This design comes from an exercise in tuning for small area and a short achievable clock period on the open sky130 flow, not from production work. Only simulation tests tie the RTL to the original design; equivalence was not proved. Power and IR drop assume default switching activity.

// tile_top
module tile_top (
	input  logic                                      clk,
	input  logic                                      reset,
	input  logic                                      i_run,
	input  logic                                      i_cfg_req,
	input  logic [48-1:0]                   i_cfg,
	output logic                                      o_cfg_ack,
	input  logic [4*17-1:0]    i_flit_in,
	output logic [4*17-1:0]    o_flit_out
);
export LEC_CHECK = 0
export ABC_CLOCK_PERIOD_IN_PS = 3300
export CAP_MARGIN = 20
export CORE_MARGIN = 2
export CORE_UTILIZATION = 65
export CTS_BUF_LIST = sky130_fd_sc_hd__clkbuf_8
export CTS_CLUSTER_DIAMETER = 45
export CTS_CLUSTER_SIZE = 20
export SETUP_SLACK_MARGIN = 3.45
export SLEW_MARGIN = 20
create_clock -name core_clock -period 7.0 [get_ports {clk}]
standard.sh (not shown) runs the stock make flow with config.mk's settings and CLKGATE_MAP_FILE= SYNTH_SCRIPT=/design/flow/synth_recipe.tcl, a recipe that flattens the netlist after the stock synthesis.
==> flow/flow/run.sh <==
#!/bin/bash
# The standard layout, with plain buffers (not delay cells) on the ports.
set -o pipefail
export BUFFER_PORTS_ARGS="-buffer_cell sky130_fd_sc_hd__buf_1"
bash standard.sh finish > standard.log 2>&1
Rerun with:
CTS_BUF_LIST = sky130_fd_sc_hd__clkbuf_16   (was sky130_fd_sc_hd__clkbuf_8)
CTS_CLUSTER_DIAMETER = 50   (was 45)
CTS_CLUSTER_SIZE = 40   (was 20)
SETUP_SLACK_MARGIN = 3.7   (was 3.45)
Global-route usage rises by 1.8 points.
Die area does not change.
Count of clock-buffer cells in the layout decreases by 13.
Area after synthesis is unchanged.
Cell area goes up by 3.7%.
Setup slack improved by 0.033 ns.
Utilization came out higher by 2.7 points.
Synthesized cell count is unchanged.
Final cell count rises by 0.52%.
Rerun with:
ABC_CLOCK_PERIOD_IN_PS = 2500   (was 3300)
CTS_BUF_LIST = sky130_fd_sc_hd__clkbuf_8   (was sky130_fd_sc_hd__clkbuf_16)
CTS_CLUSTER_DIAMETER = 45   (was 50)
CTS_CLUSTER_SIZE = 20   (was 40)
The changed run finished clean.
Cell area drops slightly.
Combinational power is lower by a few percent.
Routed wire length decreases slightly.
Total power is lower by a little under a tenth.
Rerun with:
ABC_AREA = 1   (was unset)
ABC_CLOCK_PERIOD_IN_PS = unset   (was 2500)
Via count goes up by 8.0%; synthesized cell count rises by 33%; count of clock-buffer cells in the layout is unchanged; routed wire length fell by 2.0%; final area rose by 1.6%; sequential share of layout area falls by 0.86 points.

========
JK:
tile_top again, from the RTL that the note above started with.
## tile_top
module tile_top (
	input  logic                                      clk,
	input  logic                                      reset,
	input  logic                                      i_run,
	input  logic                                      i_cfg_req,
	input  logic [48-1:0]                   i_cfg,
	output logic                                      o_cfg_ack,
	input  logic [4*17-1:0]    i_flit_in,
	output logic [4*17-1:0]    o_flit_out
);
Settings: LEC_CHECK=0, ABC_CLOCK_PERIOD_IN_PS=3300, CAP_MARGIN=20, CORE_MARGIN=2, CORE_UTILIZATION=65, CTS_BUF_LIST=sky130_fd_sc_hd__clkbuf_8, CTS_CLUSTER_DIAMETER=45, CTS_CLUSTER_SIZE=20, SETUP_SLACK_MARGIN=4.2, SLEW_MARGIN=20; clock period 7.0 ns.
Scripts as last shown in full above: flow/flow/run.sh
> inputs changed (JK -> MS)
- CTS_CLUSTER_SIZE changed from 20 to 30
- CTS_CLUSTER_DIAMETER removed (was 45)
- CORE_UTILIZATION changed from 65 to 55
- SETUP_SLACK_MARGIN changed from 4.2 to 3.7
--- a/flow/flow/run.sh
+++ b/flow/flow/run.sh
@@ -4 +4 @@
-export BUFFER_PORTS_ARGS="-buffer_cell sky130_fd_sc_hd__buf_1"
+export BUFFER_PORTS_ARGS="-buffer_cell sky130_fd_sc_hd__buf_2"
[summary]
Final non-filler cell total, JK and MS: larger value in MS. Taking JK as the reference, in MS layout buffer count excluding clock buffers down about 23%, hold slack down 5.5 ps, part of the power in combinational logic down 3.3 points, clock tree buffer depth flat, post-synthesis compound-gate area fraction flat. Comparing JK and MS, sequential power is lower on JK.

==> afterwards: timing with drivers on the ports <==
No port has a modelled driver above. Below, the same layouts with a new extraction and two added sets of constraints. Step 1 assumes that a clkbuf_16 drives the clock port and a buf_2 every other input. Step 2 also shifts input and output timing later by t, the mid clock arrival at the registers, as if the neighbouring blocks saw the same clock. Three values: ideal, step 1, step 2; two values: the first two.
run | t, ns | slack for setup (ns) | worst hold slack (ns) | worst setup path after step 2
the first run of note 1 | 0.798 | 3.462 / 3.457 / 2.661 | 0.466 / 0.466 / 0.466 | input to register
the second run of note 1 | 0.726 | 3.495 / 3.495 / 2.805 | 0.469 / 0.469 / 0.469 | input to register
the third run of note 1 | 0.826 | 3.630 / 3.630 / 2.810 | 0.470 / 0.470 / 0.470 | input to register
the fourth run of note 1 | 0.835 | 3.574 / 3.574 / 2.863 | 0.472 / 0.472 / 0.472 | input to register
JK | 0.800 | 3.494 / 3.510 / 2.709 | 0.468 / 0.468 / 0.468 | input to register
MS | 0.877 | 3.620 / 3.620 / 2.767 | 0.463 / 0.463 / 0.463 | input to register
After both steps every run listed still meets setup and hold. The setup slack of MS, which loses most, moves by 0.000 ns with the drivers and by -0.853 ns with both steps.
